From an optimization exercise on the open Yosys and OpenROAD flow, aimed at small area; shortcuts taken in it are not production practice.
In this exercise RTL edits were held to simulation tests only and were not proved equivalent to the original.
No activity file was given, so power comes from the tool's default toggle rates.

the previous run:
## perf_mon_top
module perf_mon_top (
    input  wire logic                                clk,
    input  wire logic                                reset,
    input  wire logic                                awvalid,
    output logic                                     awready,
    input  wire logic [perf_pkg::axil_addr_w-1:0]    awaddr,
    input  wire logic                                wvalid,
    output logic                                     wready,
    input  wire logic [perf_pkg::axil_data_w-1:0]    wdata,
    input  wire logic [perf_pkg::axil_data_w/8-1:0]  wstrb,
    output logic                                     bvalid,
    input  wire logic                                bready,
    output logic [1:0]                               bresp,
    input  wire logic                                arvalid,
    output logic                                     arready,
    input  wire logic [perf_pkg::axil_addr_w-1:0]    araddr,
    output logic                                     rvalid,
    input  wire logic                                rready,
    output logic [perf_pkg::axil_data_w-1:0]         rdata,
    output logic [1:0]                               rresp,
    output logic                                     tx_tvalid,
    output logic [perf_pkg::axis_data_w-1:0]         tx_tdata,
    output logic                                     tx_tlast,
    input  wire logic                                tx_tready,
    input  wire logic                                rx_tvalid,
    input  wire logic [perf_pkg::axis_data_w-1:0]    rx_tdata,
    input  wire logic                                rx_tlast,
    output logic                                     rx_tready
);
Size: ~2,700 cells after synthesis, roughly 280 I/O pins, ~28,000 µm² of cells after synthesis.
export LEC_CHECK = 0
export CAP_MARGIN = 0
export CORE_MARGIN = 2
export CORE_UTILIZATION = 60
export SLEW_MARGIN = 0
export BUFFER_PORTS_ARGS = -buffer_cell sky130_fd_sc_hd__buf_1
export CTS_ARGS = -sink_clustering_enable -repair_clock_nets -dont_use_dummy_load -buf_list sky130_fd_sc_hd__clkbuf_8 -sink_clustering_size 16 -sink_clustering_max_diameter 60
create_clock -name core_clock -period 6.0 [get_ports {clk}]
standard.sh (not shown) runs the stock make flow with config.mk's settings and CLKGATE_MAP_FILE= SYNTH_SCRIPT=/design/flow/synth_recipe.tcl, a recipe that flattens the netlist after the stock synthesis.
==> flow/flow/run.sh <==
#!/bin/bash
# Own layout flow: the standard ORFS flow, with the smallest buffer on
# each port and a clock tree of small buffers built without dummy loads.
set -euo pipefail
cat >> config.mk <<'EOC'
export BUFFER_PORTS_ARGS = -buffer_cell sky130_fd_sc_hd__buf_1
export CTS_ARGS = -sink_clustering_enable -repair_clock_nets -dont_use_dummy_load -buf_list sky130_fd_sc_hd__clkbuf_8 -sink_clustering_size 16 -sink_clustering_max_diameter 60
EOC
bash standard.sh > flow_make.log 2>&1
Setup changes, the previous run to the current run
--- a/flow/design.v
+++ b/flow/design.v
@@ -66,59 +66,57 @@
     input  wire logic                              reset,
     input  wire logic                              s_tvalid,
     input  wire logic                              s_tlast,
     input  wire logic                              s_teor,
     output logic                                   s_tready,
     output logic                                   m_tvalid,
     output logic [perf_pkg::axis_data_w-1:0]       m_tdata,
     output logic                                   m_tlast,
     input  wire logic                              m_tready
 );
     logic [perf_pkg::buf_depth-1:0]   last_q;
     logic [perf_pkg::buf_depth-1:0]   eor_q;
-    logic [perf_pkg::buf_ptr_w-1:0]   wr_ptr;
+    logic [perf_pkg::buf_ptr_w-1:0]   wr_ptr;     
     logic [perf_pkg::buf_ptr_w-1:0]   rd_ptr;
     logic [perf_pkg::buf_ptr_w:0]     count;
     logic [perf_pkg::cnt_w-1:0]       head_pkt;
     logic [perf_pkg::cnt_w-1:0]       head_beat;
     logic                             push;
     logic                             pop;
     logic                             head_eor;
     logic [perf_pkg::cnt_w-1:0]       head_pkt_inc;
     logic [perf_pkg::cnt_w-1:0]       head_beat_inc;
     perf_inc u_pkt_inc  (.a(head_pkt),  .ci(pop && m_tlast), .s(head_pkt_inc));
     perf_inc u_beat_inc (.a(head_beat), .ci(pop),            .s(head_beat_inc));
+    assign wr_ptr   = rd_ptr + count[perf_pkg::buf_ptr_w-1:0];
     assign s_tready = !count[perf_pkg::buf_ptr_w];
     assign m_tvalid = (count != '0);
     assign m_tdata  = {head_pkt, head_beat};
     assign m_tlast  = last_q[rd_ptr];
     assign head_eor = eor_q[rd_ptr];
     assign push     = s_tvalid && s_tready;
     assign pop      = m_tvalid && m_tready;
     always_ff @(posedge clk) begin
         if (push) begin
             last_q[wr_ptr] <= s_tlast;
             eor_q[wr_ptr]  <= s_teor;
         end
     end
     always_ff @(posedge clk) begin
         if (reset) begin
-            wr_ptr    <= '0;
             rd_ptr    <= '0;
             count     <= '0;
             head_pkt  <= '0;
             head_beat <= '0;
         end else begin
-            if (push)
-                wr_ptr <= wr_ptr + 1'b1;
             if (pop)
                 rd_ptr <= rd_ptr + 1'b1;
             head_pkt  <= (pop && head_eor) ? '0 : head_pkt_inc;
             head_beat <= (pop && (head_eor || m_tlast)) ? '0 : head_beat_inc;
             case ({push, pop})
                 2'b10:   count <= count + 1'b1;
                 2'b01:   count <= count - 1'b1;
                 default: ;
             endcase
         end
     end
 endmodule
@@ -194,41 +192,44 @@
     assign bresp   = {resp_err, 1'b0};
     assign rresp   = {resp_err, 1'b0};
     assign rdata   = data_q;
     assign aw_hs = awvalid && awready;
     assign w_hs  = wvalid && wready;
     assign ar_hs = arvalid && arready;
     assign wr_go = (aw_held || aw_hs) && (w_held || w_hs);
     assign aw_sel  = (awaddr[perf_pkg::axil_addr_w-1:6] != '0 || awaddr[5:4] != 2'b00 || awaddr[3:2] == 2'b11)
                      ? 2'd3 : awaddr[3:2];
     assign wr_sel  = aw_held ? aw_sel_q : aw_sel;
     assign wr_data = w_held ? data_q : wdata;
     assign wr_strb = w_held ? w_strb_q : wstrb;
-    logic [10:1] rd_sel;
-    logic        ar_hi_zero;
+    logic ar_hi_zero;
     assign ar_hi_zero = (araddr[perf_pkg::axil_addr_w-1:6] == '0);
     assign rd_in_map  = ar_hi_zero && (araddr[5:2] <= 4'd10);
-    for (genvar k = 1; k <= 10; k++) begin : g_rd_sel
-        assign rd_sel[k] = ar_hi_zero && (araddr[5:2] == 4'(k));
+    always_comb begin
+        case (araddr[5:2])
+            4'd1:    rd_val = beat_num;
+            4'd2:    rd_val = pkt_num;
+            4'd3:    rd_val = {{(perf_pkg::axil_data_w-2){1'b0}}, rx_busy, tx_busy};
+            4'd4:    rd_val = tx_cycles;
+            4'd5:    rd_val = tx_beats;
+            4'd6:    rd_val = tx_pkts;
+            4'd7:    rd_val = rx_cycles;
+            4'd8:    rd_val = rx_beats;
+            4'd9:    rd_val = rx_errs;
+            4'd10:   rd_val = rx_pkts;
+            default: rd_val = '0;
+        endcase
+        if (!ar_hi_zero)
+            rd_val = '0;
     end
-    assign rd_val = ({perf_pkg::axil_data_w{rd_sel[1]}}  & beat_num)
-                  | ({perf_pkg::axil_data_w{rd_sel[2]}}  & pkt_num)
-                  | {{(perf_pkg::axil_data_w-2){1'b0}}, rd_sel[3] && rx_busy, rd_sel[3] && tx_busy}
-                  | ({perf_pkg::axil_data_w{rd_sel[4]}}  & tx_cycles)
-                  | ({perf_pkg::axil_data_w{rd_sel[5]}}  & tx_beats)
-                  | ({perf_pkg::axil_data_w{rd_sel[6]}}  & tx_pkts)
-                  | ({perf_pkg::axil_data_w{rd_sel[7]}}  & rx_cycles)
-                  | ({perf_pkg::axil_data_w{rd_sel[8]}}  & rx_beats)
-                  | ({perf_pkg::axil_data_w{rd_sel[9]}}  & rx_errs)
-                  | ({perf_pkg::axil_data_w{rd_sel[10]}} & rx_pkts);
     always_ff @(posedge clk) begin
         if (w_hs && !wr_go)
             w_strb_q <= wstrb;
         if (aw_hs && !wr_go)
             aw_sel_q <= aw_sel;
         if (idle && !w_held)
             data_q <= wvalid ? wdata : rd_val;
         if (wr_go)
             resp_err <= (wr_sel == 2'd3);
         else if (ar_hs)
             resp_err <= !rd_in_map;
     end
## What came out
Taking the previous run as the reference, in the current run routed wire length on met3 fell about 1.3%; cell area fell 150 µm²; compound-gate portion of the synthesized area fell 0.85 points.
Combinational group share of total power up 5.1 points in the current run wrt the previous run
Going from the previous run to the current run, routed wire length fell by about 4.4%, total power rose by 430 µW, critical path depth rose by 2, global-route wire length before repair fell by 2.4%, wire length on met2 fell by about 3.3%.

[afterwards: timing with drivers on the ports]
The flow's constraints put no driver on any port. The routed layouts listed below were extracted and timed again, unchanged, in two steps.
Step 1 assumes that a clkbuf_16 drives the clock port and a buf_2 every other input.
Step 2 times the ports against the registers' clock, not the clock port: input delays grow and output delays shrink by t, the midpoint of the rising clock arrivals with the driver on.
a / b / c = no drivers / after step 1 / after step 2; a / b = the first two.
| run | t (ns) | setup slack, ns | worst hold slack (ns) | worst setup path at the end |
|---|---|---|---|---|
| the previous run | 0.697 | 0.466 / 0.466 / 0.323 | 0.498 / 0.498 / 0.498 | input to register |
| the current run | 0.702 | 0.572 / 0.572 / 0.572 | 0.470 / 0.470 / 0.470 | register to register |
After both steps setup and hold are still met in every run listed. For the previous run, which loses most, drivers alone change the setup slack by 0.000 ns; drivers and shift together by -0.143 ns.
